This is an optimization exercise on Yosys and OpenROAD, whose aim is a short achievable clock period and few clock cycles, not a production implementation. Only simulation tests tie the RTL to the original design; equivalence was not proved.

### flow/run.sh
#!/bin/bash
# synth_recipe.tcl (not shown) runs the flow's synth.tcl, then flattens the netlist and writes it again
# the make line also repeats each setting of config.mk as NAME=value (left out here)
make -C /OpenROAD-flow-scripts/flow DESIGN_CONFIG=/design/flow/config.mk WORK_HOME=/design/flow/orfs CLKGATE_MAP_FILE= SYNTH_SCRIPT=/design/flow/synth_recipe.tcl finish
### flow/config.mk
export PLATFORM = sky130hd
export DESIGN_NAME = processor_gen2
export DESIGN_NICKNAME = processor_gen2
export VERILOG_FILES = /design/flow/design.v
export SDC_FILE = /design/flow/constraint.sdc
export NUM_CORES = 4
export LEC_CHECK = 0
export ABC_CLOCK_PERIOD_IN_PS = 2500
export CAP_MARGIN = 20
export CORE_MARGIN = 2
export CORE_UTILIZATION = 40
export SETUP_SLACK_MARGIN = 5
export SLEW_MARGIN = 20
export TNS_END_PERCENT = 100
### flow/constraint.sdc
create_clock -name core_clock -period 10.0 [get_ports {clk}]
set_input_delay 2.0000 -clock core_clock [delete_from_list [all_inputs] [get_ports {clk}]]
set_output_delay 2.0000 -clock core_clock [all_outputs]
set_load 0.01 [all_outputs]
### flow/design.v
module processor_gen2 #(
  parameter int DATA_W     = 16,
  parameter int NUM_REGS   = 4,
  parameter int MEM_DEPTH  = 256,
  parameter int APB_ADDR_W = 9,
  parameter int PROG_START = 'h020,
  parameter int INT_VEC    = 'h010,
  localparam int ADDR_W    = $clog2(MEM_DEPTH)
) (
  input  logic              clk,
  input  logic              reset,
  input  logic              init_done,
  input  logic              init_we,
  input  logic [ADDR_W-1:0] init_addr,
  input  logic [DATA_W-1:0] init_data,
  input  logic              irq,
  output logic              irq_ack,
  output logic              halted,
  output logic              illegal,
  output logic                  bus_wr_en,
  output logic [APB_ADDR_W-1:0] bus_wr_addr,
  output logic [DATA_W-1:0]     bus_wr_data,
  input  logic                  bus_wr_done,
  output logic                  bus_rd_en,
  output logic [APB_ADDR_W-1:0] bus_rd_addr,
  input  logic [DATA_W-1:0]     bus_rd_data,
  input  logic                  bus_rd_done
);
  function automatic logic [31:0] oh_addr(input logic [7:0] a);
    logic [31:0] r;
    r = '0;
    r[a[3:0]]      = 1'b1;
    r[16 + a[7:4]] = 1'b1;
    oh_addr = r;
  endfunction
  function automatic logic [31:0] oh_add(input logic [31:0] p, input int m);
    logic [31:0] r;
    logic        c;
    c = 1'b0;
    for (int i = 0; i < 16; i++)
      if (i >= 16 - m) c = c | p[i];
    for (int i = 0; i < 16; i++) r[i] = p[(i - m + 16) % 16];
    r[31:16] = c ? {p[30:16], p[31]} : p[31:16];
    oh_add = r;
  endfunction
  function automatic logic [3:0] oh4(input logic [3:0] idx);
    oh4 = (idx[3:2] == 2'b00) ? (4'b0001 << idx[1:0]) : 4'b0000;
  endfunction
  logic [255:0][15:0] mem;
  logic        run;        
  logic        f_act;      
  logic        in_isr;
  logic        z;
  logic [15:0] regs [4];
  logic [31:0] p [6];      
  logic [31:0] saved;      
  logic        x1_add, x1_sub, x1_mov, x1_mvi, x1_ld;
  logic [3:0]  x1_wd, x1_a, x1_b;
  logic        x2_add, x2_sub, x2_mov, x2_mvi, x2_ld;
  logic [3:0]  x2_wd, x2_a, x2_b;
  logic        x2_ai, x2_bi;
  logic [15:0] x_imm1, x_imm2;
  logic        x_ld, x_st, x_bus1;
  logic [8:0]  x_baddr;
  logic [15:0] wr_data_q;
  logic        x_halt;
  logic [31:0] x_ret;
  logic        x_jp;
  logic [7:0]  x_t;
  logic        ack_q, ill_q;
  logic [15:0] w [6];
  always_comb begin
    logic [15:0] r [6][16];
    for (int j = 0; j < 6; j++) begin
      for (int h = 0; h < 16; h++) begin
        r[j][h] = '0;
        for (int l = 0; l < 16; l++)
          r[j][h] = r[j][h] | (mem[16*h+l] & {16{p[j][l]}});
      end
      w[j] = '0;
      for (int h = 0; h < 16; h++)
        w[j] = w[j] | (r[j][h] & {16{p[j][16+h]}});
    end
  end
  logic [3:0] op [6];
  logic [3:0] rdf [6];
  logic [3:0] rsf [6];
  logic       N [6], L2 [6], BUS [6], J [6], Z [6], H [6], ZW [6];
  logic       WR [6];          
  logic       RDA [6];         
  logic       RSB [6];         
  always_comb
    for (int j = 0; j < 6; j++) begin
      op[j]  = w[j][15:12];
      rdf[j] = w[j][11:8];
      rsf[j] = w[j][7:4];
      N[j]   = (op[j] <= 4'h5);
      L2[j]  = (op[j] == 4'h3) || (op[j] == 4'h4) || (op[j] == 4'h5);
      BUS[j] = (op[j] == 4'h4) || (op[j] == 4'h5);
      J[j]   = (op[j] == 4'h6);
      Z[j]   = (op[j] == 4'h7);
      H[j]   = (op[j] == 4'h8) || (op[j] >= 4'hA) || (op[j] == 4'h9 && !in_isr);
      ZW[j]  = (op[j] == 4'h0) || (op[j] == 4'h1);
      WR[j]  = (op[j] <= 4'h4);
      RDA[j] = (op[j] == 4'h0) || (op[j] == 4'h1);
      RSB[j] = (op[j] == 4'h0) || (op[j] == 4'h1) || (op[j] == 4'h2) || (op[j] == 4'h5);
    end
  logic R0;
  assign R0 = (op[0] == 4'h9) && in_isr;
  logic       d1v;           
  logic       d1hard;        
  assign d1v    = WR[0] && (rdf[0][3:2] == 2'b00);
  assign d1hard = (op[0] == 4'h0) || (op[0] == 4'h1) || (op[0] == 4'h4);
  function automatic logic pairable(input int q);
    logic dep_a, dep_b;
    dep_a = RDA[q] && d1v && (rdf[q] == rdf[0]);
    dep_b = RSB[q] && d1v && (rsf[q] == rdf[0]);
    pairable = N[q] && !(BUS[0] && BUS[q]) && !(d1hard && (dep_a || dep_b));
  endfunction
  logic pr1, pr2, hp1, hp2;
  assign pr1 = pairable(1);
  assign pr2 = pairable(2);
  assign hp1 = H[1] && !BUS[0];
  assign hp2 = H[2] && !BUS[0];
  logic pair, hpair;
  assign pair  = N[0] && (L2[0] ? pr2 : pr1);
  assign hpair = N[0] && (L2[0] ? hp2 : hp1);
  logic [4:0] kk;
  always_comb begin
    kk = '0;
    if (!N[0])                 kk[0] = 1'b1;
    else if (!L2[0] && !pr1)   kk[1] = 1'b1;
    else if (!L2[0])           kk[L2[1] ? 3 : 2] = 1'b1;
    else if (!pr2)             kk[2] = 1'b1;
    else                       kk[L2[2] ? 4 : 3] = 1'b1;
  end
  logic zwg;
  assign zwg = N[0] && (ZW[0] || (pair && (L2[0] ? ZW[2] : ZW[1])));
  logic zn;
  logic [5:0] use_t;
  logic [5:0] use_s;           
  logic       pred;            
  logic [7:0] pred_t;
  always_comb begin
    use_t  = '0;
    use_s  = '0;
    pred   = 1'b0;
    pred_t = w[0][7:0];
    for (int k = 0; k < 5; k++)
      if (kk[k]) begin
        pred_t = w[k][7:0];
        if (J[k]) use_t[k] = 1'b1;
        else if (Z[k]) begin
          if (!zwg && zn) use_t[k] = 1'b1;
          else begin
            pred = zwg;
            if (J[k+1]) use_t[k+1] = 1'b1;
            else        use_s[k+1] = 1'b1;
          end
        end else use_s[k] = 1'b1;
      end
  end
  logic [15:0] A1, B1, A2, B2, r1, r2;
  logic        z1, z2;
  always_comb begin
    A1 = '0;
    B1 = '0;
    A2 = x2_ai ? x_imm1 : '0;
    B2 = x2_bi ? x_imm1 : '0;
    for (int i = 0; i < 4; i++) begin
      A1 = A1 | (regs[i] & {16{x1_a[i]}});
      B1 = B1 | (regs[i] & {16{x1_b[i]}});
      A2 = A2 | (regs[i] & {16{x2_a[i]}});
      B2 = B2 | (regs[i] & {16{x2_b[i]}});
    end
  end
  assign r1 = x1_ld  ? bus_rd_data :
              x1_mvi ? x_imm1 :
              x1_mov ? B1 :
              x1_sub ? (A1 - B1) : (A1 + B1);
  assign r2 = x2_ld  ? bus_rd_data :
              x2_mvi ? x_imm2 :
              x2_mov ? B2 :
              x2_sub ? (A2 - B2) : (A2 + B2);
  assign z1 = x1_sub ? (A1 == B1) : ((A1 ^ B1) == {(A1[14:0] | B1[14:0]), 1'b0});
  assign z2 = x2_sub ? (A2 == B2) : ((A2 ^ B2) == {(A2[14:0] | B2[14:0]), 1'b0});
  assign zn = (x2_add || x2_sub) ? z2 : (x1_add || x1_sub) ? z1 : z;
  logic stall, kill2, take_bus, take_halt, take, abort, mis, adv;
  assign stall     = (x_ld && !bus_rd_done) || (x_st && !bus_wr_done);
  assign take_bus  = irq && !in_isr && ((x_ld && bus_rd_done) || (x_st && bus_wr_done));
  assign take_halt = irq && !in_isr && x_halt;
  assign take      = run && (take_bus || take_halt);
  assign kill2     = x_bus1 && irq && !in_isr;
  assign abort     = run && !init_done;
  assign mis       = x_jp && zn;
  assign adv = f_act && (run ? (!stall && !take && !mis && init_done) : (init_done && !init_we));
  logic [15:0] rnext [4];
  logic        znext;
  always_comb begin
    for (int i = 0; i < 4; i++)
      rnext[i] = (x2_wd[i] && !kill2) ? r2 :
                 x1_wd[i] ? r1 : regs[i];
    znext = ((x2_add || x2_sub) && !kill2) ? z2 :
            (x1_add || x1_sub) ? z1 : z;
  end
  function automatic logic [15:0] rsel(input logic [3:0] idx);
    logic [15:0] v;
    v = '0;
    for (int i = 0; i < 4; i++)
      if (idx == 4'(i)) v = rnext[i];
    rsel = v;
  endfunction
  logic [15:0] wq, wq1;        
  assign wq  = L2[0] ? w[2] : w[1];
  assign wq1 = L2[0] ? w[3] : w[2];
  logic [3:0] opq, rdq, rsq;
  assign opq = wq[15:12];
  assign rdq = wq[11:8];
  assign rsq = wq[7:4];
  logic       fwd_a, fwd_b;
  assign fwd_a = d1v && (rdq == rdf[0]);
  assign fwd_b = d1v && (rsq == rdf[0]);
  logic [3:0]  n_x2_a, n_x2_b;
  logic        n_x2_ai, n_x2_bi;
  logic [15:0] st_val;
  always_comb begin
    n_x2_a  = oh4(rdq);
    n_x2_ai = 1'b0;
    if (fwd_a) begin
      n_x2_a  = (op[0] == 4'h2) ? oh4(rsf[0]) : 4'b0000;
      n_x2_ai = (op[0] == 4'h3);
    end
    n_x2_b  = oh4(rsq);
    n_x2_bi = 1'b0;
    if (fwd_b) begin
      n_x2_b  = (op[0] == 4'h2) ? oh4(rsf[0]) : 4'b0000;
      n_x2_bi = (op[0] == 4'h3);
    end
    if (op[0] == 4'h5)                      st_val = rsel(rsf[0]);
    else if (fwd_b && op[0] == 4'h3)        st_val = w[1];
    else if (fwd_b && op[0] == 4'h2)        st_val = rsel(rsf[0]);
    else                                    st_val = rsel(rsq);
  end
  logic [31:0] seqp [11];
  always_comb
    for (int m = 0; m < 11; m++)
      seqp[m] = (m <= 5) ? p[m] : oh_add(p[5], m - 5);
  logic [31:0] n [6];
  always_comb
    for (int m = 0; m < 6; m++) begin
      n[m] = '0;
      for (int j = 0; j < 6; j++)
        if (use_t[j]) n[m] = n[m] | oh_addr(w[j][7:0] + 8'(m));
      for (int s = 1; s < 6; s++)
        if (use_s[s]) n[m] = n[m] | seqp[s + m];
    end
  localparam logic [7:0] START = 8'(PROG_START);
  localparam logic [7:0] VEC   = 8'(INT_VEC);
  logic mem_we;
  assign mem_we = init_we && !run;
  always_ff @(posedge clk)
    for (int i = 0; i < 256; i++)
      if (mem_we && init_addr == 8'(i)) mem[i] <= init_data;
  always_ff @(posedge clk or posedge reset) begin
    if (reset) begin
      run       <= 1'b0;
      f_act     <= 1'b1;
      in_isr    <= 1'b0;
      z         <= 1'b0;
      for (int i = 0; i < 4; i++) regs[i] <= '0;
      for (int m = 0; m < 6; m++) p[m] <= oh_addr(START + 8'(m));
      saved     <= '0;
      x1_add    <= 1'b0;
      x1_sub    <= 1'b0;
      x1_mov    <= 1'b0;
      x1_mvi    <= 1'b0;
      x1_ld     <= 1'b0;
      x1_wd     <= '0;
      x1_a      <= '0;
      x1_b      <= '0;
      x2_add    <= 1'b0;
      x2_sub    <= 1'b0;
      x2_mov    <= 1'b0;
      x2_mvi    <= 1'b0;
      x2_ld     <= 1'b0;
      x2_wd     <= '0;
      x2_a      <= '0;
      x2_b      <= '0;
      x2_ai     <= 1'b0;
      x2_bi     <= 1'b0;
      x_imm1    <= '0;
      x_imm2    <= '0;
      x_ld      <= 1'b0;
      x_st      <= 1'b0;
      x_bus1    <= 1'b0;
      x_baddr   <= '0;
      wr_data_q <= '0;
      x_halt    <= 1'b0;
      x_ret     <= '0;
      x_jp      <= 1'b0;
      x_t       <= '0;
      ack_q     <= 1'b0;
      ill_q     <= 1'b0;
    end else if (abort) begin
      if (!stall) begin
        for (int i = 0; i < 4; i++) regs[i] <= rnext[i];
        z <= znext;
      end
      run    <= 1'b0;
      f_act  <= 1'b1;
      in_isr <= 1'b0;
      for (int m = 0; m < 6; m++) p[m] <= oh_addr(START + 8'(m));
      x1_wd  <= '0;
      x1_add <= 1'b0;
      x1_sub <= 1'b0;
      x2_wd  <= '0;
      x2_add <= 1'b0;
      x2_sub <= 1'b0;
      x_ld   <= 1'b0;
      x_st   <= 1'b0;
      x_bus1 <= 1'b0;
      x_halt <= 1'b0;
      x_jp   <= 1'b0;
      ack_q  <= 1'b0;
      ill_q  <= 1'b0;
    end else if (!(run && stall)) begin
      if (init_done) run <= 1'b1;
      ack_q <= 1'b0;
      if (run) begin
        for (int i = 0; i < 4; i++) regs[i] <= rnext[i];
        z <= znext;
      end
      if (take || mis || !adv) begin
        x1_wd  <= '0;
        x1_add <= 1'b0;
        x1_sub <= 1'b0;
        x2_wd  <= '0;
        x2_add <= 1'b0;
        x2_sub <= 1'b0;
        x_ld   <= 1'b0;
        x_st   <= 1'b0;
        x_bus1 <= 1'b0;
        x_jp   <= 1'b0;
      end
      if (take) begin
        f_act  <= 1'b1;
        in_isr <= 1'b1;
        ack_q  <= 1'b1;
        ill_q  <= 1'b0;
        x_halt <= 1'b0;
        saved  <= x_ret;
        for (int m = 0; m < 6; m++) p[m] <= oh_addr(VEC + 8'(m));
      end else if (mis) begin
        for (int m = 0; m < 6; m++) p[m] <= oh_addr(x_t + 8'(m));
      end else if (adv) begin
        if (R0) begin
          in_isr <= 1'b0;
          p[0] <= saved;
          for (int m = 1; m < 6; m++) p[m] <= oh_add(saved, m);
        end else
          for (int m = 0; m < 6; m++) p[m] <= n[m];
        x1_add <= (op[0] == 4'h0);
        x1_sub <= (op[0] == 4'h1);
        x1_mov <= (op[0] == 4'h2);
        x1_mvi <= (op[0] == 4'h3);
        x1_ld  <= (op[0] == 4'h4);
        x1_wd  <= (N[0] && WR[0]) ? oh4(rdf[0]) : 4'b0000;
        x1_a   <= oh4(rdf[0]);
        x1_b   <= oh4(rsf[0]);
        x_imm1 <= w[1];
        x2_add <= pair && (opq == 4'h0);
        x2_sub <= pair && (opq == 4'h1);
        x2_mov <= (opq == 4'h2);
        x2_mvi <= (opq == 4'h3);
        x2_ld  <= (opq == 4'h4);
        x2_wd  <= (pair && opq <= 4'h4) ? oh4(rdq) : 4'b0000;
        x2_a   <= n_x2_a;
        x2_b   <= n_x2_b;
        x2_ai  <= n_x2_ai;
        x2_bi  <= n_x2_bi;
        x_imm2 <= wq1;
        x_ld      <= (op[0] == 4'h4) || (pair && opq == 4'h4);
        x_st      <= (op[0] == 4'h5) || (pair && opq == 4'h5);
        x_bus1    <= BUS[0];
        x_baddr   <= BUS[0] ? w[1][8:0] : wq1[8:0];
        wr_data_q <= st_val;
        if (H[0]) begin
          x_halt <= 1'b1;
          f_act  <= 1'b0;
          ill_q  <= (op[0] != 4'h8);
          x_ret  <= p[0];
        end else if (hpair) begin
          x_halt <= 1'b1;
          f_act  <= 1'b0;
          ill_q  <= (opq != 4'h8);
          x_ret  <= L2[0] ? p[2] : p[1];
        end else
          x_ret  <= BUS[0] ? p[2] : (L2[0] ? p[4] : p[3]);
        x_jp <= pred;
        x_t  <= pred_t;
      end
    end
  end
  assign bus_rd_en   = x_ld;
  assign bus_rd_addr = x_baddr;
  assign bus_wr_en   = x_st;
  assign bus_wr_addr = x_baddr;
  assign bus_wr_data = wr_data_q;
  assign halted      = x_halt;
  assign irq_ack     = ack_q;
  assign illegal     = ill_q;
endmodule
==> impl_metrics.json, run 1 <==
{
  "netlist_top_cells_area": "edfxtp_1 (40%), a221oi_1 (13%), a22o_1 (12%)",
  "synth_edf_count": 4096,
  "floorplan.initialDensity": 0.4012,
  "synth_seq_cells": 4528,
  "yosysTopAreaCellShare": 0.4038,
  "synth-simple-area-share": 0.08965,
  "die_w_um": 876.6,
  "portBuffers": 85,
  "clockRootBuffer": "clkbuf_16",
  "hpwl_um": 2282000,
  "clock-sinks": 4528,
  "die_h_um": 876.6,
  "synth_top_family_by_area": "compound AO/OA/AOI/OAI gates",
  "std_cell_rows": 320,
  "status": "stopped before the end",
  "yosysTopAreaCell": "edfxtp_1",
  "yosys.area_share.adder": 0.008068,
  "boundaryPins": 86,
  "grt_overflow_total": 10080,
  "yosys.area_share.xor_xnor": 0.009366,
  "synth.net_count": 29430,
  "grt_pass1_vias": 426300,
  "grt_pass1_wl_um": 4780000,
  "ys_types": 109,
  "synth_flop_cell": "edfxtp_1",
  "grt_usage": 0.9112,
  "netlist_area_um2": 304600,
  "place_congestion": 1.278,
  "seq_area_frac_synth": 0.4394,
  "synth_compound_area_frac": 0.3900,
  "synth_area_per_cell_um2": 10.44,
  "async_flop_share": 0.09541,
  "grt_start_max_net_pins": 168,
  "place_inst": 39180,
  "tool.error": "[ERROR GRT-0116] Global routing finished with congestion. Check the congestion regions in the DRC Viewer.",
  "stop_stage": "global routing (5_1_grt)",
  "cts_hold_buf": 0,
  "cts_max_path_buffers": 4,
  "numCtsBuffers": 545,
  "dpl_cell_area_um2": 336000,
  "synth.mux.area_fraction": 0.01163,
  "htreeDepth": 6,
  "yosysWarnings": 21,
  "synthCells": 29190
}
-- metal layers --
layer / GRT usage / overflow
met4: 0.8633 / 2520
met5: 0.7697 / 161
met2: 0.9623 / 4837
met1: 0.9190 / 1236
met3: 0.8806 / 1324
-- logic make-up after synthesis --
logic type               Yosys count
buffers and inverters           3657
adder cells (fa/ha/maj)          194
XOR/XNOR                         324
AND/OR/NAND/NOR                 5324
AO/OA/AOI/OAI                  14830
flip-flops                      4528
multiplexers                     333
-- per-stage QoR --
stage          worst slack, ns  hold slack [ns]
4_1_cts                  2.555           0.4818
3_5_place_dp            0.7969           0.4653
3_3_place_gp            -2.128           0.4588
2_1_floorplan            2.177           0.4429
-- cell usage after synthesis (144+ instances only) --
| cell | instances |
|---|---|
| mux2_2 | 144 |
| nand3_1 | 731 |
| a22o_1 | 4202 |
| dfrtp_1 | 419 |
| xnor2_1 | 208 |
| edfxtp_1 | 4096 |
| a21oi_1 | 504 |
| nand2_1 | 1226 |
| buf_2 | 727 |
| buf_1 | 693 |
| ha_1 | 190 |
| a221oi_1 | 4355 |
| mux2i_1 | 186 |
| a22oi_1 | 3597 |
| o21ai_0 | 1097 |
| nand4_1 | 1625 |
| clkbuf_1 | 1737 |
| nor2_1 | 913 |
| inv_1 | 291 |
-- timing repair --
action / in CTS
setup endpoints to repair: 3427
gates cloned: 92
pin swaps: 669
buffers inserted: 845
resized for setup: 2212
-- worst max path at each step --
| stage | from | end | slack [ns] | cells past startpoint |
|---|---|---|---|---|
| 4_1_cts | p[4][9] | p[2][16] | 2.56 | 19 |
| 3_5_place_dp | p[1][2] | p[2][26] | 0.80 | 22 |
| 3_3_place_gp | p[2][4] | p[3][16] | -2.13 | 19 |
| 2_1_floorplan | reset | ack_q | 2.18 | 1 |
Testbench counts, summed over its fixed seeds: cycles 6,962.
==> run 2, diff against run 1 <==
--- a/flow/design.v
+++ b/flow/design.v
@@ -28,18 +28,13 @@
 );
-  function automatic logic [31:0] oh_addr(input logic [7:0] a);
-    logic [31:0] r;
+  function automatic logic [87:0] pcst(input logic [7:0] v);
+    logic [87:0] r;
+    logic [4:0]  r1;
     r = '0;
-    r[a[3:0]]      = 1'b1;
-    r[16 + a[7:4]] = 1'b1;
-    oh_addr = r;
-  endfunction
-  function automatic logic [31:0] oh_add(input logic [31:0] p, input int m);
-    logic [31:0] r;
-    logic        c;
-    c = 1'b0;
-    for (int i = 0; i < 16; i++)
-      if (i >= 16 - m) c = c | p[i];
-    for (int i = 0; i < 16; i++) r[i] = p[(i - m + 16) % 16];
-    r[31:16] = c ? {p[30:16], p[31]} : p[31:16];
-    oh_add = r;
+    r1 = v[7:3] + 5'd1;
+    r[7:0]         = v;
+    r[8 + v[2:0]]  = 1'b1;
+    r[16 + v[7:3]] = 1'b1;
+    r[48 + r1]     = 1'b1;
+    for (int b = 0; b < 8; b++) r[80 + b] = (3'(b) >= v[2:0]);
+    pcst = r;
   endfunction
@@ -54,4 +49,6 @@
   logic [15:0] regs [4];
-  logic [31:0] p [6];      
-  logic [31:0] saved;      
+  logic [7:0]  pcb;        
+  logic [7:0]  ohL;        
+  logic [31:0] bsel [8];   
+  logic [7:0]  saved;      
   logic        x1_add, x1_sub, x1_mov, x1_mvi, x1_ld;
@@ -66,3 +63,3 @@
   logic        x_halt;
-  logic [31:0] x_ret;
+  logic [7:0]  x_ret;
   logic        x_jp;
@@ -72,12 +69,12 @@
   always_comb begin
-    logic [15:0] r [6][16];
+    logic [15:0] bo [8];
+    for (int b = 0; b < 8; b++) begin
+      bo[b] = '0;
+      for (int r = 0; r < 32; r++)
+        bo[b] = bo[b] | (mem[8*r+b] & {16{bsel[b][r]}});
+    end
     for (int j = 0; j < 6; j++) begin
-      for (int h = 0; h < 16; h++) begin
-        r[j][h] = '0;
-        for (int l = 0; l < 16; l++)
-          r[j][h] = r[j][h] | (mem[16*h+l] & {16{p[j][l]}});
-      end
       w[j] = '0;
-      for (int h = 0; h < 16; h++)
-        w[j] = w[j] | (r[j][h] & {16{p[j][16+h]}});
+      for (int b = 0; b < 8; b++)
+        w[j] = w[j] | (bo[b] & {16{ohL[(b - j + 8) % 8]}});
     end
@@ -243,17 +240,37 @@
   end
-  logic [31:0] seqp [11];
-  always_comb
-    for (int m = 0; m < 11; m++)
-      seqp[m] = (m <= 5) ? p[m] : oh_add(p[5], m - 5);
-  logic [31:0] n [6];
-  always_comb
-    for (int m = 0; m < 6; m++) begin
-      n[m] = '0;
-      for (int j = 0; j < 6; j++)
-        if (use_t[j]) n[m] = n[m] | oh_addr(w[j][7:0] + 8'(m));
-      for (int s = 1; s < 6; s++)
-        if (use_s[s]) n[m] = n[m] | seqp[s + m];
-    end
   localparam logic [7:0] START = 8'(PROG_START);
   localparam logic [7:0] VEC   = 8'(INT_VEC);
+  logic [87:0] nst;
+  always_comb begin
+    nst = '0;
+    for (int j = 0; j < 6; j++)
+      if (use_t[j]) nst = nst | pcst(w[j][7:0]);
+    for (int s = 1; s < 6; s++)
+      if (use_s[s]) nst = nst | pcst(pcb + 8'(s));
+  end
+  logic        pc_upd;
+  logic [87:0] pc_ns;
+  always_comb begin
+    pc_upd = 1'b1;
+    pc_ns  = nst;
+    if (abort)              pc_ns = pcst(START);
+    else if (run && stall)  pc_upd = 1'b0;
+    else if (take)          pc_ns = pcst(VEC);
+    else if (mis)           pc_ns = pcst(x_t);
+    else if (adv)           pc_ns = R0 ? pcst(saved) : nst;
+    else                    pc_upd = 1'b0;
+  end
+  always_ff @(posedge clk or posedge reset) begin
+    if (reset) begin
+      pcb <= START;
+      ohL <= 8'b1 << START[2:0];
+      for (int b = 0; b < 8; b++)
+        bsel[b] <= (3'(b) >= START[2:0]) ? (32'b1 << START[7:3]) : (32'b1 << 5'(START[7:3] + 5'd1));
+    end else if (pc_upd) begin
+      pcb <= pc_ns[7:0];
+      ohL <= pc_ns[15:8];
+      for (int b = 0; b < 8; b++)
+        bsel[b] <= pc_ns[80 + b] ? pc_ns[47:16] : pc_ns[79:48];
+    end
+  end
   logic mem_we;
@@ -270,3 +287,2 @@
       for (int i = 0; i < 4; i++) regs[i] <= '0;
-      for (int m = 0; m < 6; m++) p[m] <= oh_addr(START + 8'(m));
       saved     <= '0;
@@ -311,3 +327,2 @@
       in_isr <= 1'b0;
-      for (int m = 0; m < 6; m++) p[m] <= oh_addr(START + 8'(m));
       x1_wd  <= '0;
@@ -351,12 +366,5 @@
         saved  <= x_ret;
-        for (int m = 0; m < 6; m++) p[m] <= oh_addr(VEC + 8'(m));
       end else if (mis) begin
-        for (int m = 0; m < 6; m++) p[m] <= oh_addr(x_t + 8'(m));
       end else if (adv) begin
-        if (R0) begin
-          in_isr <= 1'b0;
-          p[0] <= saved;
-          for (int m = 1; m < 6; m++) p[m] <= oh_add(saved, m);
-        end else
-          for (int m = 0; m < 6; m++) p[m] <= n[m];
+        if (R0) in_isr <= 1'b0;
         x1_add <= (op[0] == 4'h0);
@@ -390,3 +398,3 @@
           ill_q  <= (op[0] != 4'h8);
-          x_ret  <= p[0];
+          x_ret  <= pcb;
         end else if (hpair) begin
@@ -395,5 +403,5 @@
           ill_q  <= (opq != 4'h8);
-          x_ret  <= L2[0] ? p[2] : p[1];
+          x_ret  <= pcb + (L2[0] ? 8'd2 : 8'd1);
         end else
-          x_ret  <= BUS[0] ? p[2] : (L2[0] ? p[4] : p[3]);
+          x_ret  <= pcb + (BUS[0] ? 8'd2 : (L2[0] ? 8'd4 : 8'd3));
         x_jp <= pred;
==> run 2 against run 1 <==
  * Area after synthesis decreased by 34%
  * Now clean on timing, DRC and antenna
  * Synthesized cell count decreased by 48%
==> impl_metrics.json, run 2 <==
{
  "status": "finished clean",
  "grt_pass1_vias": 151800,
  "cp-start-kind": "flop",
  "final_cell_mix": "edfxtp_1 (4096), a22oi_1 (2081), buf_4 (1512)",
  "hold_viol": 0,
  "grt_usage": 0.4238,
  "yosysTopAreaCell": "edfxtp_1",
  "top_register": "mem",
  "viasPerCell": 6.971,
  "reg2reg_to": "bsel[4][25]",
  "utilization": 0.5091,
  "synth_edf_count": 4096,
  "ys_types": 126,
  "hpwl_um": 758700,
  "area_growth_pct": 26.85,
  "largestRegisters": "mem x4096, bsel x256, regs x64",
  "drv_slew": 0,
  "fmax_ghz": 0.1433,
  "cp-end-kind": "flop",
  "cts_tree": "yes",
  "place_inst": 21990,
  "die_w_um": 713,
  "ys_top_cells_by_count": "edfxtp_1 (4096), a22oi_1 (2130), nand2_1 (1083)",
  "timing.final.crit_period_ns": 6.979,
  "final_nets": 17020,
  "multi_input_area_um2": 72820,
  "clock_latency_ns": 1.10,
  "grt_pass1_wl_um": 1452000,
  "cpMostUsedCell": "buf_4",
  "min_path_cells": 2,
  "drtIter0Drc": 30010,
  "hold_start": "x_ret[7]",
  "netlist_area_um2": 201100,
  "max_slew_margin": 0.1150,
  "synth.net_count": 15540,
  "seq_area_um2": 135000,
  "netlist_top_cells_area": "edfxtp_1 (61%), a22oi_1 (8.0%), dfrtp_1 (5.6%)",
  "antenna_found_initial": 66,
  "grt_overflow_total": 0,
  "firstDrtPassIters": 11,
  "synth_area_per_cell_um2": 13.17,
  "instances_no_fill": 23890,
  "final_common_cell": "edfxtp_1",
  "synth_flop_cell": "edfxtp_1",
  "boundaryPins": 86,
  "finalSetupViolations": 0,
  "synth.most_common_cell": "edfxtp_1",
  "largest_register_ff_count": 4096,
  "fin_setup_tns_ns": 0,
  "layout-drive-gt1-share": 0.2841,
  "period_share": 0.6979,
  "critPathMaxStageDelay_ns": 0.83,
  "yosysWarnings": 19,
  "drv_cap": 0,
  "drtAntennaViolNets": 0,
  "core_area_um2": 501000,
  "clock-sinks": 4560,
  "cp_max_fo": 13,
  "rrSetupSlack_ns": 3.02,
  "seq_area_frac_synth": 0.6695,
  "finalClockSkew_ns": 0.1476,
  "numCtsBuffers": 456,
  "cts_max_path_buffers": 4,
  "clockRootBuffer": "clkbuf_16",
  "async_flop_share": 0.1018,
  "worstPathArrival_ns": 7.81,
  "std_cell_rows": 260,
  "portBuffers": 85,
  "routed_wl_um": 1116000,
  "n_fill_cell": 42830,
  "grt_start_max_net_pins": 202,
  "reg2regPathDepth": 22,
  "vias": 166500,
  "worstSetupPathType": "reg2reg",
  "slowest_stage": "o211ai_1",
  "die-area_um2": 508400,
  "hold_class": "reg2reg",
  "place_congestion": 1.078,
  "drc": 0,
  "synthCells": 15270,
  "floorplan.initialDensity": 0.4014,
  "required_ns": 10.83,
  "htreeDepth": 5,
  "crit-reg2reg-launch": "bsel[1][31]",
  "path_clk_slew_ns": 0.06,
  "rsz0062_at_grt": "yes",
  "synth_seq_cells": 4560,
  "worst_pin_slew_ns": 1.328,
  "wire_per_inst_um": 46.72,
  "min_to": "x_ret[7]",
  "die_h_um": 713,
  "yosysTopAreaCellShare": 0.6117,
  "worstPathCellList": "buf_6 -> a22oi_1 -> nand4_1 -> or4_4 -> and2_4 -> a2111o_1 -> or2_4 -> a211oi_2 -> buf_4 -> and3_4 -> a22o_4 -> buf_4 -> nor2_4 -> o211ai_1 -> o2111ai_4 -> a311oi_4 -> o2111ai_1 -> buf_4 -> o32ai_4 -> buf_12 -> mux2_4 -> o21ai_2"
}
run 2: changes by cell type after synthesis, sizes merged, moves of 688 or more:
cell,delta
a221oi,-4090
a22o,-3938
a22oi,-1467
buf,-1431
clkbuf,-688
nand4,-1112
run 2: cell families after synthesis:
logic type,Yosys count,share of synthesized area
compound gates,4765,0.1731
flops,4560,0.6695
simple gates,3732,0.08969
buf+inv,1482,0.02869
mux,309,0.01627
fa+ha+maj,227,0.01431
xor+xnor,191,0.008394
run 2: worst max-delay path: cells and delay by family (launching register included):
family,cells,cell delay (ns)
compound gates,10,3.26
mux,1,0.18
buf+inv,5,1.05
flops,1,0.53
simple gates,6,1.63
run 2: through the flow:
stage               hold slack [ns]  area (µm²)  setup WS (ns)
floorplan                    0.4334      202000          1.728
global placement             0.4586      217700         0.2789
detailed placement           0.4714      217800          1.002
CTS                          0.4787      248600          3.188
global route                 0.5105      255000          3.077
finish                       0.4815      255100          3.021
run 2: per-layer routing:
metal,GRT usage,share of wire
met5,0,0.00040
met4,0.2883,0.088
met3,0.1314,0.13
met2,0.6133,0.42
met1,0.5453,0.36
run 2: repair_timing:
item	4_1_cts	5_1_grt
pin swaps	444	406
hold buffers	0	0
gates cloned	55	10
gates resized for setup	1995	818
setup endpoints to repair	727	515
buffers inserted	630	284
run 2: area by class of cell:
type	count	area share
repair buffers	2244	0.08983
inverters	251	0.003811
well taps	6681	0.03277
clock inverters	260	0.01069
clock buffers	594	0.04766
diodes	67	0.0006573
multi-input cells	9233	0.2855
flip-flops and latches	4560	0.5291
run 2: how the worst max path moves through the flow:
stage                start          end
2_1_floorplan        reset        ack_q
3_3_place_gp   bsel[1][12]   bsel[1][7]
3_5_place_dp   bsel[1][30]  bsel[4][31]
4_1_cts        bsel[1][27]  bsel[4][31]
5_1_grt        bsel[1][27]  bsel[4][31]
6_report       bsel[1][31]  bsel[4][25]
Testbench counts of run 2, summed over its fixed seeds: cycles 6,962.
==> run 3, diff against run 2 <==
--- a/flow/design.v
+++ b/flow/design.v
@@ -28,14 +28,2 @@
 );
-  function automatic logic [87:0] pcst(input logic [7:0] v);
-    logic [87:0] r;
-    logic [4:0]  r1;
-    r = '0;
-    r1 = v[7:3] + 5'd1;
-    r[7:0]         = v;
-    r[8 + v[2:0]]  = 1'b1;
-    r[16 + v[7:3]] = 1'b1;
-    r[48 + r1]     = 1'b1;
-    for (int b = 0; b < 8; b++) r[80 + b] = (3'(b) >= v[2:0]);
-    pcst = r;
-  endfunction
   function automatic logic [3:0] oh4(input logic [3:0] idx);
@@ -54,6 +42,7 @@
   logic        x1_add, x1_sub, x1_mov, x1_mvi, x1_ld;
-  logic [3:0]  x1_wd, x1_a, x1_b;
+  logic [3:0]  x1_wd;
   logic        x2_add, x2_sub, x2_mov, x2_mvi, x2_ld;
-  logic [3:0]  x2_wd, x2_a, x2_b;
-  logic        x2_ai, x2_bi;
+  logic [3:0]  x2_wd;
+  logic        x2_al, x2_bl;    
+  logic [15:0] a1_q, b1_q, a2_q, b2_q;
   logic [15:0] x_imm1, x_imm2;
@@ -109,3 +98,3 @@
   assign d1v    = WR[0] && (rdf[0][3:2] == 2'b00);
-  assign d1hard = (op[0] == 4'h0) || (op[0] == 4'h1) || (op[0] == 4'h4);
+  assign d1hard = (op[0] == 4'h0) || (op[0] == 4'h1);
   function automatic logic pairable(input int q);
@@ -125,10 +114,7 @@
   logic [4:0] kk;
-  always_comb begin
-    kk = '0;
-    if (!N[0])                 kk[0] = 1'b1;
-    else if (!L2[0] && !pr1)   kk[1] = 1'b1;
-    else if (!L2[0])           kk[L2[1] ? 3 : 2] = 1'b1;
-    else if (!pr2)             kk[2] = 1'b1;
-    else                       kk[L2[2] ? 4 : 3] = 1'b1;
-  end
+  assign kk[0] = !N[0];
+  assign kk[1] = N[0] && !L2[0] && !pr1;
+  assign kk[2] = N[0] && ((!L2[0] && pr1 && !L2[1]) || (L2[0] && !pr2));
+  assign kk[3] = N[0] && ((!L2[0] && pr1 && L2[1]) || (L2[0] && pr2 && !L2[2]));
+  assign kk[4] = N[0] && L2[0] && pr2 && L2[2];
   logic zwg;
@@ -141,2 +127,3 @@
   always_comb begin
+    logic tz, ft;
     use_t  = '0;
@@ -144,16 +131,13 @@
     pred   = 1'b0;
-    pred_t = w[0][7:0];
-    for (int k = 0; k < 5; k++)
-      if (kk[k]) begin
-        pred_t = w[k][7:0];
-        if (J[k]) use_t[k] = 1'b1;
-        else if (Z[k]) begin
-          if (!zwg && zn) use_t[k] = 1'b1;
-          else begin
-            pred = zwg;
-            if (J[k+1]) use_t[k+1] = 1'b1;
-            else        use_s[k+1] = 1'b1;
-          end
-        end else use_s[k] = 1'b1;
-      end
+    pred_t = '0;
+    for (int k = 0; k < 5; k++) begin
+      tz = kk[k] && Z[k];
+      ft = tz && !(!zwg && zn);    
+      use_t[k]   = use_t[k] | (kk[k] && J[k]) | (tz && !zwg && zn);
+      use_s[k]   = use_s[k] | (kk[k] && !J[k] && !Z[k]);
+      use_t[k+1] = use_t[k+1] | (ft && J[k+1]);
+      use_s[k+1] = use_s[k+1] | (ft && !J[k+1]);
+      pred       = pred | (tz && zwg);
+      pred_t     = pred_t | (w[k][7:0] & {8{kk[k]}});
+    end
   end
@@ -161,14 +145,6 @@
   logic        z1, z2;
-  always_comb begin
-    A1 = '0;
-    B1 = '0;
-    A2 = x2_ai ? x_imm1 : '0;
-    B2 = x2_bi ? x_imm1 : '0;
-    for (int i = 0; i < 4; i++) begin
-      A1 = A1 | (regs[i] & {16{x1_a[i]}});
-      B1 = B1 | (regs[i] & {16{x1_b[i]}});
-      A2 = A2 | (regs[i] & {16{x2_a[i]}});
-      B2 = B2 | (regs[i] & {16{x2_b[i]}});
-    end
-  end
+  assign A1 = a1_q;
+  assign B1 = b1_q;
+  assign A2 = x2_al ? bus_rd_data : a2_q;
+  assign B2 = x2_bl ? bus_rd_data : b2_q;
   assign r1 = x1_ld  ? bus_rd_data :
@@ -206,3 +182,3 @@
     for (int i = 0; i < 4; i++)
-      if (idx == 4'(i)) v = rnext[i];
+      v = v | (rnext[i] & {16{idx == 4'(i)}});
     rsel = v;
@@ -219,22 +195,20 @@
   assign fwd_b = d1v && (rsq == rdf[0]);
-  logic [3:0]  n_x2_a, n_x2_b;
-  logic        n_x2_ai, n_x2_bi;
-  logic [15:0] st_val;
+  logic [15:0] n_a1, n_b1, n_a2, n_b2, st_val;
+  logic        n_x2_al, n_x2_bl;
   always_comb begin
-    n_x2_a  = oh4(rdq);
-    n_x2_ai = 1'b0;
+    n_a1    = rsel(rdf[0]);
+    n_b1    = rsel(rsf[0]);
+    n_a2    = rsel(rdq);
+    n_x2_al = 1'b0;
     if (fwd_a) begin
-      n_x2_a  = (op[0] == 4'h2) ? oh4(rsf[0]) : 4'b0000;
-      n_x2_ai = (op[0] == 4'h3);
+      n_a2    = (op[0] == 4'h2) ? n_b1 : (op[0] == 4'h3) ? w[1] : 16'h0;
+      n_x2_al = (op[0] == 4'h4);
     end
-    n_x2_b  = oh4(rsq);
-    n_x2_bi = 1'b0;
+    n_b2    = rsel(rsq);
+    n_x2_bl = 1'b0;
     if (fwd_b) begin
-      n_x2_b  = (op[0] == 4'h2) ? oh4(rsf[0]) : 4'b0000;
-      n_x2_bi = (op[0] == 4'h3);
+      n_b2    = (op[0] == 4'h2) ? n_b1 : (op[0] == 4'h3) ? w[1] : 16'h0;
+      n_x2_bl = (op[0] == 4'h4);
     end
-    if (op[0] == 4'h5)                      st_val = rsel(rsf[0]);
-    else if (fwd_b && op[0] == 4'h3)        st_val = w[1];
-    else if (fwd_b && op[0] == 4'h2)        st_val = rsel(rsf[0]);
-    else                                    st_val = rsel(rsq);
+    st_val = (op[0] == 4'h5) ? n_b1 : n_b2;
   end
@@ -242,21 +216,40 @@
   localparam logic [7:0] VEC   = 8'(INT_VEC);
-  logic [87:0] nst;
+  function automatic logic [55:0] pcst(input logic [7:0] v);
+    logic [55:0] r;
+    r = '0;
+    r[7:0]         = v;
+    r[8 + v[2:0]]  = 1'b1;
+    r[16 + v[7:3]] = 1'b1;
+    for (int b = 0; b < 8; b++) r[48 + b] = (3'(b) >= v[2:0]);
+    pcst = r;
+  endfunction
+  localparam logic [55:0] PC_START = pcst(START);
+  logic       s_start, s_vec, s_mis, s_saved, s_hold;
+  logic [5:0] s_t, s_s;
   always_comb begin
-    nst = '0;
-    for (int j = 0; j < 6; j++)
-      if (use_t[j]) nst = nst | pcst(w[j][7:0]);
-    for (int s = 1; s < 6; s++)
-      if (use_s[s]) nst = nst | pcst(pcb + 8'(s));
+    s_start = abort;
+    s_vec   = !abort && take;
+    s_mis   = !abort && !(run && stall) && !take && mis;
+    s_saved = adv && R0;
+    s_t     = (adv && !R0) ? use_t : 6'b0;
+    s_s     = (adv && !R0) ? use_s : 6'b0;
+    s_hold  = !(s_start || s_vec || s_mis || adv);
   end
-  logic        pc_upd;
-  logic [87:0] pc_ns;
+  logic [55:0] pc_cur, pc_nx;
+  logic [31:0] ohr;
   always_comb begin
-    pc_upd = 1'b1;
-    pc_ns  = nst;
-    if (abort)              pc_ns = pcst(START);
-    else if (run && stall)  pc_upd = 1'b0;
-    else if (take)          pc_ns = pcst(VEC);
-    else if (mis)           pc_ns = pcst(x_t);
-    else if (adv)           pc_ns = R0 ? pcst(saved) : nst;
-    else                    pc_upd = 1'b0;
+    pc_nx = (pcst(START) & {56{s_start}}) |
+            (pcst(VEC)   & {56{s_vec}})   |
+            (pcst(x_t)   & {56{s_mis}})   |
+            (pcst(saved) & {56{s_saved}}) |
+            (pc_cur      & {56{s_hold}});
+    for (int j = 0; j < 6; j++)
+      pc_nx = pc_nx | (pcst(w[j][7:0]) & {56{s_t[j]}});
+    for (int k = 1; k < 6; k++)
+      pc_nx = pc_nx | (pcst(pcb + 8'(k)) & {56{s_s[k]}});
+    ohr = pc_nx[47:16];
+  end
+  always_ff @(posedge clk or posedge reset) begin
+    if (reset) pc_cur <= PC_START;
+    else       pc_cur <= pc_nx;
   end
@@ -264,13 +257,11 @@
     if (reset) begin
-      pcb <= START;
-      ohL <= 8'b1 << START[2:0];
       for (int b = 0; b < 8; b++)
         bsel[b] <= (3'(b) >= START[2:0]) ? (32'b1 << START[7:3]) : (32'b1 << 5'(START[7:3] + 5'd1));
-    end else if (pc_upd) begin
-      pcb <= pc_ns[7:0];
-      ohL <= pc_ns[15:8];
+    end else begin
       for (int b = 0; b < 8; b++)
-        bsel[b] <= pc_ns[80 + b] ? pc_ns[47:16] : pc_ns[79:48];
+        bsel[b] <= pc_nx[48 + b] ? ohr : {ohr[30:0], ohr[31]};
     end
   end
+  assign pcb = pc_cur[7:0];
+  assign ohL = pc_cur[15:8];
   logic mem_we;
@@ -294,4 +285,2 @@
       x1_wd     <= '0;
-      x1_a      <= '0;
-      x1_b      <= '0;
       x2_add    <= 1'b0;
@@ -302,6 +291,8 @@
       x2_wd     <= '0;
-      x2_a      <= '0;
-      x2_b      <= '0;
-      x2_ai     <= 1'b0;
-      x2_bi     <= 1'b0;
+      x2_al     <= 1'b0;
+      x2_bl     <= 1'b0;
+      a1_q      <= '0;
+      b1_q      <= '0;
+      a2_q      <= '0;
+      b2_q      <= '0;
       x_imm1    <= '0;
@@ -375,4 +366,4 @@
         x1_wd  <= (N[0] && WR[0]) ? oh4(rdf[0]) : 4'b0000;
-        x1_a   <= oh4(rdf[0]);
-        x1_b   <= oh4(rsf[0]);
+        a1_q   <= n_a1;
+        b1_q   <= n_b1;
         x_imm1 <= w[1];
@@ -384,6 +375,6 @@
         x2_wd  <= (pair && opq <= 4'h4) ? oh4(rdq) : 4'b0000;
-        x2_a   <= n_x2_a;
-        x2_b   <= n_x2_b;
-        x2_ai  <= n_x2_ai;
-        x2_bi  <= n_x2_bi;
+        a2_q   <= n_a2;
+        b2_q   <= n_b2;
+        x2_al  <= n_x2_al;
+        x2_bl  <= n_x2_bl;
         x_imm2 <= wq1;
--- a/flow/config.mk
+++ b/flow/config.mk
@@ -7,6 +7,6 @@
 export LEC_CHECK = 0
-export ABC_CLOCK_PERIOD_IN_PS = 2500
 export CAP_MARGIN = 20
 export CORE_MARGIN = 2
-export CORE_UTILIZATION = 40
+export CORE_UTILIZATION = 35
+export PLACE_DENSITY = 0.5
 export SETUP_SLACK_MARGIN = 5
==> run 3 against run 2 <==
  * Final area down 8.7%
  * Cell count shrank 11%
  * Critical path type unchanged
  * Largest cell class unchanged
  * Highest routed layer unchanged
==> impl_metrics.json, run 3 <==
{
  "status": "finished clean",
  "worst_pin_slew_ns": 1.322,
  "grt_usage": 0.3102,
  "clockRootBuffer": "clkbuf_16",
  "fin_area_um2": 232900,
  "async_flop_share": 0.1188,
  "synth_flop_cell": "edfxtp_1",
  "critPathMaxStageDelay_ns": 0.72,
  "seq_area_frac_synth": 0.7219,
  "antenna_found_initial": 54,
  "slowest_stage": "dfrtp_1",
  "layout-drive-gt1-share": 0.2465,
  "worstPathCellList": "buf_4 -> a22oi_1 -> nand4_1 -> nor2_2 -> a21oi_1 -> a2111oi_4 -> and4_1 -> buf_6 -> nor4b_4 -> inv_2 -> o41ai_4 -> o211ai_4 -> and2_4 -> o211a_4 -> o21a_4 -> and3_4 -> a222oi_1 -> o2111a_2 -> clkinvlp_4 -> mux2_4",
  "core_area_um2": 540200,
  "clock_latency_ns": 1.12,
  "synth_seq_cells": 4648,
  "yosysTopAreaCellShare": 0.6489,
  "max_slew_margin": 0.1186,
  "synth_edf_count": 4096,
  "worstPathArrival_ns": 7.41,
  "rrSetupSlack_ns": 3.56,
  "drtAntennaViolNets": 0,
  "firstDrtPassIters": 9,
  "top_register": "mem",
  "required_ns": 10.97,
  "die_h_um": 739.9,
  "hpwl_um": 547900,
  "grt_overflow_total": 0,
  "synthCells": 12810,
  "synth.net_count": 13010,
  "final_nets": 13910,
  "cp-start-kind": "flop",
  "drtIter0Drc": 20920,
  "std_cell_rows": 270,
  "grt_pass1_vias": 127100,
  "clock-sinks": 4648,
  "grt_start_max_net_pins": 155,
  "hold_class": "reg2reg",
  "final_common_cell": "edfxtp_1",
  "finalSetupViolations": 0,
  "die-area_um2": 547500,
  "drc": 0,
  "yosysWarnings": 19,
  "netlist_top_cells_area": "edfxtp_1 (65%), a22oi_1 (7.7%), dfrtp_1 (7.0%)",
  "cts_tree": "yes",
  "dpl_cell_area_um2": 203000,
  "boundaryPins": 86,
  "final_cell_mix": "edfxtp_1 (4096), a22oi_1 (1932), buf_4 (889)",
  "dp_slack_ns": 0.9615,
  "largest_register_ff_count": 4096,
  "ys_top_cells_by_count": "edfxtp_1 (4096), a22oi_1 (1956), clkbuf_1 (869)",
  "yosysTopAreaCell": "edfxtp_1",
  "largestRegisters": "mem x4096, bsel x256, regs x64",
  "wire_per_inst_um": 41.20,
  "vias": 134900,
  "synth_area_per_cell_um2": 14.80,
  "fin_ws_ns": 3.561,
  "period_share": 0.6439,
  "die_w_um": 739.9,
  "path_clk_slew_ns": 0.07,
  "hold_viol": 0,
  "numCtsBuffers": 483,
  "worstSetupPathType": "reg2reg",
  "routed_wl_um": 879500,
  "fin_setup_tns_ns": 0,
  "viasPerCell": 6.319,
  "portBuffers": 85,
  "htreeDepth": 5,
  "fmax_ghz": 0.1553,
  "cp_max_fo": 10,
  "cp-end-kind": "flop",
  "finalClockSkew_ns": 0.1409,
  "timing.final.crit_period_ns": 6.439,
  "place_congestion": 1.010,
  "ys_types": 111,
  "cts_max_path_buffers": 4,
  "rsz0062_at_grt": "yes",
  "holdWs_ns": 0.4769,
  "area_growth_pct": 22.88,
  "netlist_area_um2": 189600,
  "synth.most_common_cell": "edfxtp_1",
  "grt_pass1_wl_um": 1167000,
  "drv_slew": 0,
  "floorplan.initialDensity": 0.3509,
  "drv_cap": 0
}
run 3: cell count changes in the layout (fill, tap and decap cells not counted), sizes merged, moves of 74 or more:
| cell | change |
|---|---|
| a21oi | -186 |
| a22oi | -174 |
| a31oi | -81 |
| buf | -810 |
| dfrtp | +79 |
| ha | -74 |
| mux2i | +154 |
| nand2 | -505 |
| nor2 | -304 |
| nor3 | -129 |
| o21ai | -255 |
run 3: layout make-up:
class | count | area (µm²)
Antenna cell | 19 | 47.55
Clock buffer | 630 | 12910
Clock inverter | 269 | 2809
Fill cell | 48550 | 307200
Inverter | 243 | 994.7
Multi-Input combinational cell | 6908 | 55230
Sequential cell | 4648 | 137000
Tap cell | 7208 | 9019
Timing Repair Buffer | 1422 | 14940
Timing Repair inverter | 2 | 13.76
run 3: metal layers:
metal,GRT usage,wire (µm),up-vias
li1,-,-,53360
met1,0.4186,346300,71070
met2,0.4689,385700,8669
met3,0.07608,94410,1795
met4,0.1510,53040,14
met5,0,105,-
run 3: cell families (layout without fill, tap and decap cells):
family,count (synthesis),after routing,synth area share
DFF,4648,4648,0.7219
AOI/OAI and AO/OA,3600,3601,0.1410
and+or+nand+nor,2533,2542,0.06803
buffers and inverters,1264,2566,0.02595
muxes,483,483,0.02694
adders and majority gates,153,153,0.01030
xor gates and xnor gates,129,129,0.005960
other,0,19,0
run 3: final timing paths:
| check | cells after the start | from | end |
|---|---|---|---|
| min in group asynchronous | 3 | reset | a2_q[6] |
| max reg2reg | 20 | bsel[3][2] | bsel[4][31] |
| min | 1 | wr_data_q[4] | wr_data_q[4] |
| max in group asynchronous | 5 | reset | bsel[5][5] |
| max | 20 | bsel[3][2] | bsel[4][31] |
| min reg2reg | 1 | wr_data_q[4] | wr_data_q[4] |
run 3: per-stage QoR:
step	util	instances
6_report	0.4312	21350
5_1_grt	0.4312	21340
4_1_cts	0.4262	21200
3_5_place_dp	0.3758	19720
3_3_place_gp	0.3756	19720
2_1_floorplan	-	12810
run 3: worst max-delay path, delay by kind of cell, from the launching register on:
| family | cells | cell delay (ns) |
|---|---|---|
| simple gates | 6 | 1.49 |
| flops | 1 | 0.72 |
| compound gates | 9 | 3.00 |
| buf+inv | 4 | 0.79 |
| mux | 1 | 0.28 |
run 3: what timing repair did:
action                                   CTS  global route
hold buffers                               0             0
pin swaps                                299           197
resized for setup                       1341           353
buffers inserted                         520           116
endpoints found under the setup margin  1734           801
cloned                                    61             6
Testbench counts of run 3, summed over its fixed seeds: cycles 6,909.
==> run 4, diff against run 3 <==
--- a/flow/design.v
+++ b/flow/design.v
@@ -45,3 +45,3 @@
   logic [3:0]  x2_wd;
-  logic        x2_al, x2_bl;    
+  logic        x2_bl;           
   logic [15:0] a1_q, b1_q, a2_q, b2_q;
@@ -103,3 +103,4 @@
     dep_b = RSB[q] && d1v && (rsf[q] == rdf[0]);
-    pairable = N[q] && !(BUS[0] && BUS[q]) && !(d1hard && (dep_a || dep_b));
+    pairable = N[q] && !(BUS[0] && BUS[q]) &&
+               !((d1hard || (op[0] == 4'h4 && ZW[q])) && (dep_a || dep_b));
   endfunction
@@ -113,11 +114,44 @@
   assign hpair = N[0] && (L2[0] ? hp2 : hp1);
-  logic [4:0] kk;
-  assign kk[0] = !N[0];
-  assign kk[1] = N[0] && !L2[0] && !pr1;
-  assign kk[2] = N[0] && ((!L2[0] && pr1 && !L2[1]) || (L2[0] && !pr2));
-  assign kk[3] = N[0] && ((!L2[0] && pr1 && L2[1]) || (L2[0] && pr2 && !L2[2]));
-  assign kk[4] = N[0] && L2[0] && pr2 && L2[2];
-  logic zwg;
-  assign zwg = N[0] && (ZW[0] || (pair && (L2[0] ? ZW[2] : ZW[1])));
   logic zn;
+  function automatic logic [20:0] tail(input logic [4:0] kk, input logic zw, input logic znv);
+    logic [5:0] ut, us;
+    logic       pr;
+    logic [7:0] pt;
+    logic       tz, ft;
+    ut = '0;
+    us = '0;
+    pr = 1'b0;
+    pt = '0;
+    for (int k = 0; k < 5; k++) begin
+      tz = kk[k] && Z[k];
+      ft = tz && !(!zw && znv);    
+      ut[k]   = ut[k] | (kk[k] && J[k]) | (tz && !zw && znv);
+      us[k]   = us[k] | (kk[k] && !J[k] && !Z[k]);
+      ut[k+1] = ut[k+1] | (ft && J[k+1]);
+      us[k+1] = us[k+1] | (ft && !J[k+1]);
+      pr      = pr | (tz && zw);
+      pt      = pt | (w[k][7:0] & {8{kk[k]}});
+    end
+    tail = {pt, pr, us, ut};
+  endfunction
+  logic [4:0] kk_np, kk_p;
+  assign kk_np[0] = !N[0];
+  assign kk_np[1] = N[0] && !L2[0];
+  assign kk_np[2] = N[0] && L2[0];
+  assign kk_np[3] = 1'b0;
+  assign kk_np[4] = 1'b0;
+  assign kk_p[0]  = 1'b0;
+  assign kk_p[1]  = 1'b0;
+  assign kk_p[2]  = N[0] && !L2[0] && !L2[1];
+  assign kk_p[3]  = N[0] && ((!L2[0] && L2[1]) || (L2[0] && !L2[2]));
+  assign kk_p[4]  = N[0] && L2[0] && L2[2];
+  logic zw_np, zw_p;
+  assign zw_np = N[0] && ZW[0];
+  assign zw_p  = N[0] && (ZW[0] || (L2[0] ? ZW[2] : ZW[1]));
+  logic [20:0] tl_np0, tl_np1, tl_p0, tl_p1, tl;
+  assign tl_np0 = tail(kk_np, zw_np, 1'b0);
+  assign tl_np1 = tail(kk_np, zw_np, 1'b1);
+  assign tl_p0  = tail(kk_p,  zw_p,  1'b0);
+  assign tl_p1  = tail(kk_p,  zw_p,  1'b1);
+  assign tl     = pair ? (zn ? tl_p1 : tl_p0) : (zn ? tl_np1 : tl_np0);
   logic [5:0] use_t;
@@ -126,19 +160,6 @@
   logic [7:0] pred_t;
-  always_comb begin
-    logic tz, ft;
-    use_t  = '0;
-    use_s  = '0;
-    pred   = 1'b0;
-    pred_t = '0;
-    for (int k = 0; k < 5; k++) begin
-      tz = kk[k] && Z[k];
-      ft = tz && !(!zwg && zn);    
-      use_t[k]   = use_t[k] | (kk[k] && J[k]) | (tz && !zwg && zn);
-      use_s[k]   = use_s[k] | (kk[k] && !J[k] && !Z[k]);
-      use_t[k+1] = use_t[k+1] | (ft && J[k+1]);
-      use_s[k+1] = use_s[k+1] | (ft && !J[k+1]);
-      pred       = pred | (tz && zwg);
-      pred_t     = pred_t | (w[k][7:0] & {8{kk[k]}});
-    end
-  end
+  assign use_t  = tl[5:0];
+  assign use_s  = tl[11:6];
+  assign pred   = tl[12];
+  assign pred_t = tl[20:13];
   logic [15:0] A1, B1, A2, B2, r1, r2;
@@ -147,3 +168,3 @@
   assign B1 = b1_q;
-  assign A2 = x2_al ? bus_rd_data : a2_q;
+  assign A2 = a2_q;
   assign B2 = x2_bl ? bus_rd_data : b2_q;
@@ -156,5 +177,5 @@
               x2_mov ? B2 :
-              x2_sub ? (A2 - B2) : (A2 + B2);
+              x2_sub ? (a2_q - b2_q) : (a2_q + b2_q);
   assign z1 = x1_sub ? (A1 == B1) : ((A1 ^ B1) == {(A1[14:0] | B1[14:0]), 1'b0});
-  assign z2 = x2_sub ? (A2 == B2) : ((A2 ^ B2) == {(A2[14:0] | B2[14:0]), 1'b0});
+  assign z2 = x2_sub ? (a2_q == b2_q) : ((a2_q ^ b2_q) == {(a2_q[14:0] | b2_q[14:0]), 1'b0});
   assign zn = (x2_add || x2_sub) ? z2 : (x1_add || x1_sub) ? z1 : z;
@@ -196,3 +217,3 @@
   logic [15:0] n_a1, n_b1, n_a2, n_b2, st_val;
-  logic        n_x2_al, n_x2_bl;
+  logic        n_x2_bl;
   always_comb begin
@@ -201,7 +222,4 @@
     n_a2    = rsel(rdq);
-    n_x2_al = 1'b0;
-    if (fwd_a) begin
-      n_a2    = (op[0] == 4'h2) ? n_b1 : (op[0] == 4'h3) ? w[1] : 16'h0;
-      n_x2_al = (op[0] == 4'h4);
-    end
+    if (fwd_a)
+      n_a2  = (op[0] == 4'h2) ? n_b1 : (op[0] == 4'h3) ? w[1] : 16'h0;
     n_b2    = rsel(rsq);
@@ -226,4 +244,26 @@
   localparam logic [55:0] PC_START = pcst(START);
-  logic       s_start, s_vec, s_mis, s_saved, s_hold;
-  logic [5:0] s_t, s_s;
+  logic [55:0] pc_cur, pc_nx;
+  logic [31:0] ohr;
+  logic [55:0] cand_t [6];
+  logic [55:0] cand_s [6];
+  always_comb
+    for (int j = 0; j < 6; j++) begin
+      cand_t[j] = pcst(w[j][7:0]);
+      cand_s[j] = pcst(pcb + 8'(j));
+    end
+  function automatic logic [55:0] after(input logic [20:0] t);
+    logic [55:0] r;
+    r = '0;
+    for (int j = 0; j < 6; j++) r = r | (cand_t[j] & {56{t[j]}});
+    for (int k = 1; k < 6; k++) r = r | (cand_s[k] & {56{t[6 + k]}});
+    after = r;
+  endfunction
+  logic [55:0] nx_np0, nx_np1, nx_p0, nx_p1, nx_grp;
+  assign nx_np0 = after(tl_np0);
+  assign nx_np1 = after(tl_np1);
+  assign nx_p0  = after(tl_p0);
+  assign nx_p1  = after(tl_p1);
+  assign nx_grp = pair ? (zn ? nx_p1 : nx_p0) : (zn ? nx_np1 : nx_np0);
+  logic        s_start, s_vec, s_mis, s_saved, s_hold, s_grp;
+  logic [55:0] nx_oth;
   always_comb begin
@@ -233,19 +273,11 @@
     s_saved = adv && R0;
-    s_t     = (adv && !R0) ? use_t : 6'b0;
-    s_s     = (adv && !R0) ? use_s : 6'b0;
+    s_grp   = adv && !R0;
     s_hold  = !(s_start || s_vec || s_mis || adv);
-  end
-  logic [55:0] pc_cur, pc_nx;
-  logic [31:0] ohr;
-  always_comb begin
-    pc_nx = (pcst(START) & {56{s_start}}) |
-            (pcst(VEC)   & {56{s_vec}})   |
-            (pcst(x_t)   & {56{s_mis}})   |
-            (pcst(saved) & {56{s_saved}}) |
-            (pc_cur      & {56{s_hold}});
-    for (int j = 0; j < 6; j++)
-      pc_nx = pc_nx | (pcst(w[j][7:0]) & {56{s_t[j]}});
-    for (int k = 1; k < 6; k++)
-      pc_nx = pc_nx | (pcst(pcb + 8'(k)) & {56{s_s[k]}});
-    ohr = pc_nx[47:16];
+    nx_oth  = (pcst(START) & {56{s_start}}) |
+              (pcst(VEC)   & {56{s_vec}})   |
+              (pcst(x_t)   & {56{s_mis}})   |
+              (pcst(saved) & {56{s_saved}}) |
+              (pc_cur      & {56{s_hold}});
+    pc_nx   = s_grp ? nx_grp : nx_oth;
+    ohr     = pc_nx[47:16];
   end
@@ -291,3 +323,2 @@
       x2_wd     <= '0;
-      x2_al     <= 1'b0;
       x2_bl     <= 1'b0;
@@ -377,3 +408,2 @@
         b2_q   <= n_b2;
-        x2_al  <= n_x2_al;
         x2_bl  <= n_x2_bl;
==> run 4 against run 3 <==
  * Synthesized cell count rose by 11%
  * Cell count rose by 11%
  * Area after synthesis rose by 4.3%
  * Global-route usage rose by 6.5 points
  * Clock skew fell by 0.044 ns
  * Die area rose by 4.3%
  * First-iteration DRC count rose by 24%
  * Critical path type unchanged
==> impl_metrics.json, run 4 <==
{
  "status": "finished clean",
  "seq_area_um2": 137000,
  "cts_tree": "yes",
  "final_cell_mix": "edfxtp_1 (4096), a22oi_1 (2049), buf_4 (1306)",
  "crit_family": "compound AO/OA/AOI/OAI gates",
  "period_share": 0.5940,
  "synth.net_count": 14440,
  "grt_pass1_vias": 144600,
  "async_flop_share": 0.1186,
  "worstPathArrival_ns": 6.93,
  "netlist_area_um2": 197800,
  "worstSetupPathType": "reg2reg",
  "ys_types": 136,
  "die_h_um": 755.7,
  "cp-end-kind": "flop",
  "synth_seq_cells": 4647,
  "grt_usage": 0.3751,
  "holdWs_ns": 0.4746,
  "die_w_um": 755.7,
  "multi_input_area_um2": 66360,
  "die-area_um2": 571100,
  "hold_viol": 0,
  "ys_top_cells_by_count": "edfxtp_1 (4096), a22oi_1 (2135), clkbuf_1 (892)",
  "utilization": 0.4490,
  "rrSetupSlack_ns": 4.06,
  "final_nets": 15950,
  "htreeDepth": 6,
  "required_ns": 10.99,
  "drv_cap": 0,
  "max_slew_margin": 0.07627,
  "timing.final.crit_period_ns": 5.940,
  "core_area_um2": 563900,
  "yosysWarnings": 21,
  "synth_edf_count": 4096,
  "layout-drive-gt1-share": 0.2953,
  "largestRegisters": "mem x4096, bsel x256, regs x64",
  "viasPerCell": 6.596,
  "worstPathCellList": "buf_12 -> buf_4 -> a22oi_1 -> nand4_1 -> nor2_4 -> nand2_1 -> a22oi_1 -> nand4_1 -> buf_4 -> buf_4 -> buf_4 -> or3b_4 -> nor3_1 -> a21oi_2 -> o22ai_1 -> a21oi_1 -> nand4_1 -> a21oi_2 -> buf_6 -> a311o_2 -> buf_12 -> inv_12 -> mux2_4",
  "drtAntennaViolNets": 0,
  "dp_slack_ns": 1.446,
  "boundaryPins": 86,
  "cp-start-kind": "flop",
  "worst_pin_slew_ns": 1.380,
  "slowest_stage": "dfrtp_4",
  "n_fill_cell": 50460,
  "netlist_top_cells_area": "edfxtp_1 (62%), a22oi_1 (8.1%), dfrtp_1 (6.7%)",
  "grt_pass1_wl_um": 1434000,
  "grt_overflow_total": 0,
  "drtIter0Drc": 25900,
  "cts_max_path_buffers": 4,
  "synth_flop_cell": "edfxtp_1",
  "floorplan.initialDensity": 0.3507,
  "fin_setup_tns_ns": 0,
  "drc": 0,
  "worst-path-buf-inv": 8,
  "hpwl_um": 727800,
  "drv_slew": 0,
  "finalSetupViolations": 0,
  "area_growth_pct": 28.02,
  "largest_register_ff_count": 4096,
  "firstDrtPassIters": 9,
  "clock-sinks": 4647,
  "std_cell_rows": 276,
  "yosysTopAreaCellShare": 0.6219,
  "rsz0062_at_grt": "yes",
  "cts_hold_buf": 0,
  "clockRootBuffer": "clkbuf_16",
  "vias": 156400,
  "yosysTopAreaCell": "edfxtp_1",
  "fin_ws_ns": 4.060,
  "synth.most_common_cell": "edfxtp_1",
  "fmax_ghz": 0.1683,
  "wire_per_inst_um": 46.90,
  "cpMostUsedCell": "buf_4",
  "routed_wl_um": 1112000,
  "synth_area_per_cell_um2": 13.88,
  "hold_class": "reg2reg",
  "seq_area_frac_synth": 0.6918,
  "final_common_cell": "edfxtp_1",
  "cp_max_fo": 8,
  "numCtsBuffers": 519,
  "critPathMaxStageDelay_ns": 0.53,
  "clock_latency_ns": 1.16,
  "path_clk_slew_ns": 0.06,
  "synthCells": 14240,
  "portBuffers": 85,
  "top_register": "mem",
  "grt_start_max_net_pins": 147,
  "place_congestion": 1.065,
  "antenna_found_initial": 88,
  "finalClockSkew_ns": 0.09683
}
[run 4: cell types whose count changed after synthesis, sizes merged, moves of 70 or more]
| cell | before | now |
|---|---|---|
| a21oi | 259 | 393 |
| mux2 | 137 | 221 |
| mux2i | 338 | 188 |
| buf | 151 | 271 |
| o21ai | 337 | 435 |
| nand2 | 578 | 827 |
| nand4 | 447 | 517 |
| nor2 | 623 | 833 |
| a22oi | 1956 | 2135 |
[run 4: through the flow]
stage	area [µm²]	std cells
2_1_floorplan	197800	14240
3_3_place_gp	212800	21580
3_5_place_dp	212900	21590
4_1_cts	247700	23430
5_1_grt	253100	23670
6_report	253200	23710
[run 4: cells by family (layout without fill, tap and decap cells)]
logic type | count (synthesis) | in the layout | synth area share
AND/OR/NAND/NOR | 3202 | 3202 | 0.08066
AO/OA/AOI/OAI | 4316 | 4320 | 0.1616
flip-flops | 4647 | 4647 | 0.6918
other | 0 | 48 | 0
multiplexers | 411 | 412 | 0.02235
XOR/XNOR | 131 | 131 | 0.005802
adder cells (fa/ha/maj) | 151 | 151 | 0.009743
buffers and inverters | 1386 | 3295 | 0.02806
[run 4: routing by layer]
| metal | routed length (µm) | track usage | part of all wire | vias up |
|---|---|---|---|---|
| met3 | 132800 | 0.1073 | 0.12 | 2342 |
| met5 | 236 | 0 | 0.00021 | - |
| met4 | 72870 | 0.1961 | 0.066 | 32 |
| met2 | 465700 | 0.5414 | 0.42 | 11180 |
| li1 | - | - | - | 60510 |
| met1 | 440500 | 0.5124 | 0.40 | 82340 |
[run 4: path summary, 6_finish.rpt]
kind,from,end,cells after the start
setup / recovery,bsel[4][12],bsel[5][6],23
setup reg to reg,bsel[4][12],bsel[5][6],23
min in group asynchronous,reset,run,3
max in group asynchronous,reset,bsel[7][31],4
hold / removal,x_imm1[2],x_imm1[2],2
hold reg to reg,x_imm1[2],x_imm1[2],2
[run 4: final cells by class]
class	instances	area share
well taps	7506	0.03709
inverters	221	0.003879
clock buffers	680	0.05494
flip-flops and latches	4647	0.5413
multi-input cells	8216	0.2621
clock inverters	243	0.009864
repair buffers	2147	0.09017
diodes	48	0.0004744
repair inverters	4	0.0002174
[run 4: tightest hold or removal path, stage by stage, from the launching register on]
cell     delay (ns)
dfrtp_1        0.34
nand2_1        0.04
o21ai_0        0.06
[run 4: what timing repair did]
action / 4_1_cts / 5_1_grt
pin swaps: 380 / 308
buffers inserted: 863 / 228
gates cloned: 54 / 9
gates resized for setup: 2181 / 673
setup endpoints to repair: 466 / 411
Testbench counts of run 4, summed over its fixed seeds: cycles 6,958.

## separate check: timing with driven ports
Ports are ideal in the flow. The routed layouts listed here were re-timed in OpenROAD.
Step 1, drivers: a clkbuf_16 drives clk and a buf_2 each remaining input, both assumed.
Step 2 adds t to the input delays and takes it off the output delays; t is the mean of the earliest and latest rising clock arrival at the registers after step 1. Input paths then give back, and output paths get back, about the clock's delay inside the block.
Three values: no drivers, after step 1, after step 2; two values: the first two.
| run | t (ns) | setup WS [ns] | worst setup path at the end | worst register clock-pin slew, ns |
|---|---|---|---|---|
| run 2 | 1.151 | 3.021 / 3.021 / 2.257 | input to register | 0.09 / 0.09 |
| run 3 | 1.180 | 3.561 / 3.561 / 2.635 | input to register | 0.08 / 0.08 |
| run 4 | 1.244 | 4.060 / 4.060 / 3.119 | input to register | 0.08 / 0.08 |
After both steps every run listed still meets setup and hold. The setup slack of run 4, which loses most, moves by 0.000 ns with the drivers and by -0.941 ns with both steps.
